What follows belongs to an exercise in optimizing a design on an open flow for small area, a short achievable clock period and few clock cycles; a production flow would make more cautious choices. The RTL was checked by simulation tests, not by an equivalence proof against the original design. Power is estimated from default activity; no workload was simulated.

## median_filter_top
module median_filter_top (
  input  logic   CLK,
  input  logic   RST,
  input  median_pkg::pixel_t din,
  input  logic   in_en,
  output logic   busy,
  output logic   out_valid,
  output median_pkg::pixel_t dout
);
  logic take, ev1, no_bot, no_low, mask_new, mask_old;
  median_pkg::pixel_t tap0, tap1, tap2;
  scan_control u_scan_control (
    .CLK      (CLK),
    .RST      (RST),
    .in_en    (in_en),
    .busy     (busy),
    .take     (take),
    .ev1      (ev1),
    .no_bot   (no_bot),
    .no_low   (no_low),
    .mask_new (mask_new),
    .mask_old (mask_old)
  );
  frame_store u_frame_store (
    .CLK  (CLK),
    .take (take),
    .zero (no_bot),
    .din  (din),
    .tap0 (tap0),
    .tap1 (tap1),
    .tap2 (tap2)
  );
  rank_sorter u_rank_sorter (
    .CLK       (CLK),
    .RST       (RST),
    .ev1       (ev1),
    .no_bot    (no_bot),
    .no_low    (no_low),
    .mask_new  (mask_new),
    .mask_old  (mask_old),
    .tap0      (tap0),
    .tap1      (tap1),
    .tap2      (tap2),
    .out_valid (out_valid),
    .dout      (dout)
  );
endmodule
clock: 6.0 ns
lec_check: 0
cap_margin: 20
core_margin: 2
core_utilization: 55
place_density: 0.65
setup_slack_margin: 3.65
slew_margin: 20
standard.sh (not shown) runs the stock make flow with config.mk's settings and CLKGATE_MAP_FILE= SYNTH_SCRIPT=/design/flow/synth_recipe.tcl, a recipe that flattens the netlist after the stock synthesis.
==> flow/flow/run.sh <==
#!/bin/bash
# The standard layout (standard.sh), with two changes:
#  - the clock tree is built without dummy loads
#  - ports are buffered with a small buffer (every port still gets one)
set -euo pipefail
export CTS_ARGS="-sink_clustering_enable -repair_clock_nets -sink_clustering_size 25 -sink_clustering_max_diameter 50 -dont_use_dummy_load"
export BUFFER_PORTS_ARGS="-buffer_cell sky130_fd_sc_hd__buf_2"
bash standard.sh finish > standard.log 2>&1
The baseline ran to the end with no violations.
Testbench counts at the start, summed over its fixed seeds: cycles 8,360.
Then changed:
==> flow/run.sh (new file) <==
#!/bin/bash
# synth_recipe.tcl (not shown) runs the flow's synth.tcl, then flattens the netlist and writes it again
# the make line also repeats each setting of config.mk as NAME=value (left out here)
make -C /OpenROAD-flow-scripts/flow DESIGN_CONFIG=/design/flow/config.mk WORK_HOME=/design/flow/orfs CLKGATE_MAP_FILE= SYNTH_SCRIPT=/design/flow/synth_recipe.tcl finish
CTS_CLUSTER_DIAMETER = 50   (was default)
CTS_CLUSTER_SIZE = 25   (was default)
SETUP_SLACK_MARGIN = 3.0   (was 3.65)
removed: flow/flow/run.sh
removed: flow/standard.sh
Cell count decreases by 0.72%.
Cell area decreases by 1.5%.
Clock-buffer cell count increases by 3.
Synthesized cell count is unchanged.
Routed wire length decreases by 2.0%.
Then changed:
ABC_CLOCK_PERIOD_IN_PS = 2500   (was default)
CORE_UTILIZATION = 40   (was 55)
CTS_CLUSTER_DIAMETER = default   (was 50)
CTS_CLUSTER_SIZE = default   (was 25)
PLACE_DENSITY = default   (was 0.65)
SETUP_SLACK_MARGIN = 4.2   (was 3.0)
The changed run finished clean.
Register-to-register slack improves by 430 ps.
Final area went up by 15%.
Global-route usage went down by 4.0 points.
Critical path depth went up by 1.
Die area went up by 36%.
Then changed:
==> flow/flow/run.sh (new file) <==
#!/bin/bash
# The standard layout (standard.sh), with two changes:
#  - the clock tree is built without dummy loads
#  - ports are buffered with a small buffer (every port still gets one)
set -euo pipefail
export CTS_ARGS="-sink_clustering_enable -repair_clock_nets -sink_clustering_size 18 -sink_clustering_max_diameter 40 -dont_use_dummy_load -root_buf sky130_fd_sc_hd__clkbuf_16 -buf_list sky130_fd_sc_hd__clkbuf_8"
export BUFFER_PORTS_ARGS="-buffer_cell sky130_fd_sc_hd__buf_2"
bash standard.sh finish > standard.log 2>&1
==> flow/standard.sh (new file) <==
#!/bin/bash
# synth_recipe.tcl (not shown) runs the flow's synth.tcl, then flattens the netlist and writes it again
# the make line also repeats each setting of config.mk as NAME=value (left out here)
make -C /OpenROAD-flow-scripts/flow DESIGN_CONFIG=/design/flow/config.mk WORK_HOME=/design/flow/orfs CLKGATE_MAP_FILE= SYNTH_SCRIPT=/design/flow/synth_recipe.tcl "${@:-finish}"
ABC_CLOCK_PERIOD_IN_PS = default   (was 2500)
CORE_UTILIZATION = 65   (was 40)
PLACE_DENSITY = 0.75   (was default)
SETUP_SLACK_MARGIN = 3.55   (was 4.2)
removed: flow/run.sh
Effect: The changed run finished with timing, DRC and antenna clean; worst setup slack gets worse by 75 ps; cell area came out lower by 14%; combinational power is lower by 26%; wire length went down by 11%.
Then changed:
==> flow/run.sh (new file) <==
#!/bin/bash
# synth_recipe.tcl (not shown) runs the flow's synth.tcl, then flattens the netlist and writes it again
# the make line also repeats each setting of config.mk as NAME=value (left out here)
make -C /OpenROAD-flow-scripts/flow DESIGN_CONFIG=/design/flow/config.mk WORK_HOME=/design/flow/orfs CLKGATE_MAP_FILE= SYNTH_SCRIPT=/design/flow/synth_recipe.tcl finish
CORE_UTILIZATION = 70   (was 65)
CTS_CLUSTER_DIAMETER = 50   (was default)
CTS_CLUSTER_SIZE = 25   (was default)
PLACE_DENSITY = 0.8   (was 0.75)
SETUP_SLACK_MARGIN = 3.6   (was 3.55)
removed: flow/flow/run.sh
removed: flow/standard.sh
The changed run completed with no timing, DRC or antenna violations. Clock power increases by 29%. Worst setup slack got worse by 37 ps. Area after synthesis does not change. Clock-buffer cell count came out lower by 9. Final area goes up by 5.7%. Maximum frequency is lower by 1.5%. First-iteration DRC count grows by 33%. Flip-flop and latch count does not change.


Setup of juniper:
Starting RTL as in the previous note.
Settings: LEC_CHECK=0, CAP_MARGIN=20, CORE_MARGIN=2, CORE_UTILIZATION=55, PLACE_DENSITY=0.65, SETUP_SLACK_MARGIN=3.5, SLEW_MARGIN=20; clock period 6.0 ns.
==> flow/flow/run.sh <==
#!/bin/bash
# The standard layout (standard.sh), with two changes:
#  - the clock tree is built without dummy loads
#  - ports are buffered with a small buffer (every port still gets one)
set -euo pipefail
export CTS_ARGS="-sink_clustering_enable -repair_clock_nets -sink_clustering_size 35 -sink_clustering_max_diameter 45 -dont_use_dummy_load"
export BUFFER_PORTS_ARGS="-buffer_cell sky130_fd_sc_hd__buf_2"
bash standard.sh finish > standard.log 2>&1
Testbench counts of juniper, summed over its fixed seeds: cycles 8,360.
--- input diff juniper..onyx ---
Settings: CORE_UTILIZATION changed from 55 to 60; ABC_CLOCK_PERIOD_IN_PS newly set to 2500; PLACE_DENSITY changed from 0.65 to 0.7; SETUP_SLACK_MARGIN changed from 3.5 to 4.2.
==> flow/run.sh (new file) <==
#!/bin/bash
# synth_recipe.tcl (not shown) runs the flow's synth.tcl, then flattens the netlist and writes it again
# the make line also repeats each setting of config.mk as NAME=value (left out here)
make -C /OpenROAD-flow-scripts/flow DESIGN_CONFIG=/design/flow/config.mk WORK_HOME=/design/flow/orfs CLKGATE_MAP_FILE= SYNTH_SCRIPT=/design/flow/synth_recipe.tcl finish
removed: flow/flow/run.sh
removed: flow/standard.sh
==> notes.md <==
- Looking at juniper and onyx, the post-synthesis cell type count is a wash.
- Going from juniper to onyx, amount of wire on met3 after detailed routing grew by more than a quarter.
- What juniper reported for worst vdd rail ir drop has to be multiplied by 1.06 to get the figure for onyx.
- Clock power share in onyx is 3.5 points above juniper.
- Summary — final area, onyx relative to juniper: higher, by 1800 um^2.
- Compare juniper and onyx | power share of the combinational group lower: juniper
- Utilization of the core after routing for onyx: 14 points up relative to juniper
- From juniper to onyx the numbers moved as follows: global placer's final weighted congestion picked up an extra 0.017; proportion of cell area occupied by multi-input gates picked up an extra 1.6 points.
--- input diff onyx..xenon ---
Settings: a deleted PLACE_DENSITY that had been 0.7; an added CTS_BUF_LIST of sky130_fd_sc_hd__clkbuf_4; a change of CORE_UTILIZATION from 60 to 40.
Results
- The met2 capacity usage during global routing of xenon is lower than that of onyx.
- Final critical-path share of the clock period (lower): onyx
- xenon — biggest cell delay along the critical path 0.04 ns lower, onyx as reference
- On final cell area excluding filler cells, xenon and onyx are basically level.
The following lists how garnet was set up differently from xenon:
Settings: CTS_CLUSTER_SIZE newly set to 25; PLACE_DENSITY newly set to 0.65; CTS_CLUSTER_DIAMETER newly set to 50; ABC_CLOCK_PERIOD_IN_PS removed (was 2500); CORE_UTILIZATION changed from 40 to 55; SETUP_SLACK_MARGIN changed from 4.2 to 3.3; CTS_BUF_LIST removed (was sky130_fd_sc_hd__clkbuf_4).
## What came out
garnet — initial standard-cell utilization of the core 16 points higher, xenon as reference. A capture point of the worst path of busy is what xenon shows, while out_valid belongs to garnet. Looking at worst setup slack across garnet and xenon, the one that comes out lower is garnet. Compared with xenon, garnet shows a routed via count that is 674 lower. Final standard cell area without fillers shrinks by more than 10% when moving from xenon to garnet. Taking xenon as the reference point, the relative area of non-clock buffer cells in the final design of garnet falls by 2.8 points. Number of well-tap cells placed shrinks by more than a quarter when moving from xenon to garnet. After detailed routing, xenon needs more wire than garnet. The launch point of the worst path comes out u_scan_control.busy$_DFF_PP0_ in one run and u_rank_sorter.out_valid$_DFF_PP0_ in the other, namely in xenon and garnet respectively. Compared with xenon, garnet is more frugal on power.


median_filter_top again, from the RTL that the note above started with.
clock: 6.0 ns
lec_check: 0
cap_margin: 20
core_margin: 2
core_utilization: 65
place_density: 0.75
setup_slack_margin: 3.45
slew_margin: 20
==> flow/flow/run.sh <==
#!/bin/bash
# The standard layout (standard.sh), with two changes:
#  - the clock tree is built without dummy loads, from clkbuf_8 leaf
#    buffers over smaller sink clusters
#  - ports are buffered with a small buffer (every port still gets one)
set -euo pipefail
export CTS_ARGS="-sink_clustering_enable -repair_clock_nets -sink_clustering_size 18 -sink_clustering_max_diameter 40 -dont_use_dummy_load -root_buf sky130_fd_sc_hd__clkbuf_16 -buf_list sky130_fd_sc_hd__clkbuf_8"
export BUFFER_PORTS_ARGS="-buffer_cell sky130_fd_sc_hd__buf_2"
bash standard.sh finish > standard.log 2>&1
The starting point finished with timing, DRC and antenna clean.
Testbench counts at the start, summed over its fixed seeds: cycles 8,360.
Edit:
==> flow/run.sh (new file) <==
#!/bin/bash
# synth_recipe.tcl (not shown) runs the flow's synth.tcl, then flattens the netlist and writes it again
# the make line also repeats each setting of config.mk as NAME=value (left out here)
make -C /OpenROAD-flow-scripts/flow DESIGN_CONFIG=/design/flow/config.mk WORK_HOME=/design/flow/orfs CLKGATE_MAP_FILE= SYNTH_SCRIPT=/design/flow/synth_recipe.tcl finish
Settings changed: CORE_UTILIZATION 65 to 55, CTS_CLUSTER_DIAMETER from default to 50, CTS_CLUSTER_SIZE from default to 25, PLACE_DENSITY 0.75 to 0.65, SETUP_SLACK_MARGIN 3.45 to 3.65.
removed: flow/flow/run.sh
removed: flow/standard.sh
=>
- The new run ran to the end with no violations
- area after synthesis does not change
- final area climbs by 8.0%
- register-to-register slack gets better by 0.11 ns
- global-route usage drops by 3.0 points
- setup slack gets better by 0.11 ns
- count of clock-buffer cells in the layout drops by 12
- clock power climbs by 40%
- die area climbs by 18%
- total power climbs by 16%
Edit:
==> flow/flow/run.sh (new file) <==
#!/bin/bash
# The standard layout (standard.sh), with two changes:
#  - the clock tree is built without dummy loads
#  - ports are buffered with a small buffer (every port still gets one)
set -euo pipefail
export CTS_ARGS="-sink_clustering_enable -repair_clock_nets -sink_clustering_size 25 -sink_clustering_max_diameter 50 -dont_use_dummy_load"
export BUFFER_PORTS_ARGS="-buffer_cell sky130_fd_sc_hd__buf_2"
bash standard.sh finish > standard.log 2>&1
==> flow/standard.sh (new file) <==
#!/bin/bash
# synth_recipe.tcl (not shown) runs the flow's synth.tcl, then flattens the netlist and writes it again
# the make line also repeats each setting of config.mk as NAME=value (left out here)
make -C /OpenROAD-flow-scripts/flow DESIGN_CONFIG=/design/flow/config.mk WORK_HOME=/design/flow/orfs CLKGATE_MAP_FILE= SYNTH_SCRIPT=/design/flow/synth_recipe.tcl "${@:-finish}"
Settings changed: CORE_UTILIZATION 55 to 75, CTS_CLUSTER_DIAMETER 50 to default, CTS_CLUSTER_SIZE 25 to default, PLACE_DENSITY 0.65 to 0.85, SETUP_SLACK_MARGIN 3.65 to 3.55.
removed: flow/run.sh
Effect: Die area is lower by a quarter to a third. Via count is higher by roughly a tenth. Final area is lower by a few percent. Wire length is higher by well over a third. Setup slack is worse by 0.16 ns. First-iteration DRC count is higher by well over a third. Power is lower by a few percent. Final cell count is lower by a few percent. Core utilization is higher by 20 points. Non-clock buffer count is lower by 13. Clock skew is higher by 0.064 ns.
Edit:
Settings changed: CORE_UTILIZATION 75 to 65, PLACE_DENSITY 0.85 to 0.75.
Result: Area after synthesis stays the same. Flip-flop and latch count does not change. Design area came out lower by 1.7%. Non-clock buffer count goes down by 12. Clock skew falls by 0.027 ns. Total power came out lower by 6.5%. Sequential share of layout area went up by 0.94 points. Register-to-register slack gains 0.11 ns.
Edit:
==> flow/run.sh (new file) <==
#!/bin/bash
# synth_recipe.tcl (not shown) runs the flow's synth.tcl, then flattens the netlist and writes it again
# the make line also repeats each setting of config.mk as NAME=value (left out here)
make -C /OpenROAD-flow-scripts/flow DESIGN_CONFIG=/design/flow/config.mk WORK_HOME=/design/flow/orfs CLKGATE_MAP_FILE= SYNTH_SCRIPT=/design/flow/synth_recipe.tcl finish
Settings changed: ABC_CLOCK_PERIOD_IN_PS from default to 2500, CORE_UTILIZATION 65 to 55, CTS_CLUSTER_DIAMETER from default to 50, CTS_CLUSTER_SIZE from default to 25, PLACE_DENSITY 0.75 to 0.65, SETUP_SLACK_MARGIN 3.55 to 3.8.
removed: flow/flow/run.sh
removed: flow/standard.sh
After rerunning:
- The changed run ran to the end with no violations
- synthesized cell count stays the same
- total power came out higher by 14%
- non-clock buffer count climbs by 32
- maximum frequency increases by 2.9%
- hold slack gets better by 0.037 ns
- sequential share of layout area shrinks by 4.9 points
- sequential power stays flat
- clock skew fell by 0.031 ns
- design area goes up by 9.4%
- core utilization goes down by 5.0 points
- setup slack gains 0.068 ns
Edit:
==> flow/flow/run.sh (new file) <==
#!/bin/bash
# The standard layout (standard.sh), with two changes:
#  - the clock tree is built without dummy loads, from clkbuf_8 leaf
#    buffers over smaller sink clusters
#  - ports are buffered with a small buffer (every port still gets one)
set -euo pipefail
export CTS_ARGS="-sink_clustering_enable -repair_clock_nets -sink_clustering_size 18 -sink_clustering_max_diameter 40 -dont_use_dummy_load -root_buf sky130_fd_sc_hd__clkbuf_16 -buf_list sky130_fd_sc_hd__clkbuf_8"
export BUFFER_PORTS_ARGS="-buffer_cell sky130_fd_sc_hd__buf_2"
bash standard.sh finish > standard.log 2>&1
==> flow/standard.sh (new file) <==
#!/bin/bash
# synth_recipe.tcl (not shown) runs the flow's synth.tcl, then flattens the netlist and writes it again
# the make line also repeats each setting of config.mk as NAME=value (left out here)
make -C /OpenROAD-flow-scripts/flow DESIGN_CONFIG=/design/flow/config.mk WORK_HOME=/design/flow/orfs CLKGATE_MAP_FILE= SYNTH_SCRIPT=/design/flow/synth_recipe.tcl "${@:-finish}"
Settings changed: ABC_CLOCK_PERIOD_IN_PS 2500 to default, CORE_UTILIZATION 55 to 65, CTS_CLUSTER_DIAMETER 50 to default, CTS_CLUSTER_SIZE 25 to default, PLACE_DENSITY 0.65 to 0.75, SETUP_SLACK_MARGIN 3.8 to 3.65.
removed: flow/run.sh
=> The new run finished with timing, DRC and antenna clean. Power is lower by a little under a tenth. Cell count shrinks by a few percent. Worst setup slack degrades by 0.033 ns. First-iteration DRC count went down by a few percent.

==> afterwards: timing with drivers on the ports <==
In the flow no input, the clock included, has a driving cell. The finished layouts below were timed again as built, in two steps. Step 1 (the two cells are an assumption about what drives the block):
set clk [get_ports {CLK}]
set_driving_cell -lib_cell sky130_fd_sc_hd__clkbuf_16 $clk
set_driving_cell -lib_cell sky130_fd_sc_hd__buf_2 [delete_from_list [all_inputs] $clk]
Step 2 moves the port delays by t, midway between the first and last clock arrival at a register: inputs arrive t later, outputs are due t later. That takes back most of the time a late clock gives input paths. Slacks: ideal / step 1 / step 2; pairs: ideal / step 1.
| run | shift t [ns] | setup slack, ns | clock arrival spread, ns |
|---|---|---|---|
| the first run of note 1 | 0.578 | 3.568 / 3.568 / 3.330 | 0.063 / 0.063 |
| the second run of note 1 | 0.607 | 3.219 / 3.219 / 3.032 | 0.016 / 0.015 |
| the third run of note 1 | 0.577 | 3.644 / 3.644 / 3.644 | 0.021 / 0.021 |
| the fourth run of note 1 | 0.513 | 3.569 / 3.569 / 3.329 | 0.068 / 0.068 |
| the fifth run of note 1 | 0.585 | 3.531 / 3.531 / 3.049 | 0.022 / 0.022 |
| juniper | 0.544 | 3.551 / 3.551 / 3.380 | 0.082 / 0.083 |
| onyx | 0.572 | 3.627 / 3.627 / 3.627 | 0.020 / 0.019 |
| xenon | 0.752 | 3.530 / 3.487 / 3.528 | 0.057 / 0.056 |
| garnet | 0.606 | 3.393 / 3.346 / 3.027 | 0.016 / 0.016 |
| the first run of note 3 | 0.511 | 3.504 / 3.504 / 3.325 | 0.068 / 0.068 |
| the second run of note 3 | 0.597 | 3.613 / 3.613 / 3.207 | 0.018 / 0.018 |
| the third run of note 3 | 0.587 | 3.453 / 3.453 / 3.119 | 0.096 / 0.095 |
| the fourth run of note 3 | 0.567 | 3.561 / 3.561 / 3.344 | 0.061 / 0.061 |
| the fifth run of note 3 | 0.611 | 3.629 / 3.629 / 3.570 | 0.023 / 0.023 |
| the sixth run of note 3 | 0.520 | 3.595 / 3.595 / 3.402 | 0.074 / 0.074 |
After both steps every run listed still meets setup and hold. For the fifth run of note 1, which loses most, drivers alone change the setup slack by 0.000 ns; drivers and shift together by -0.482 ns.
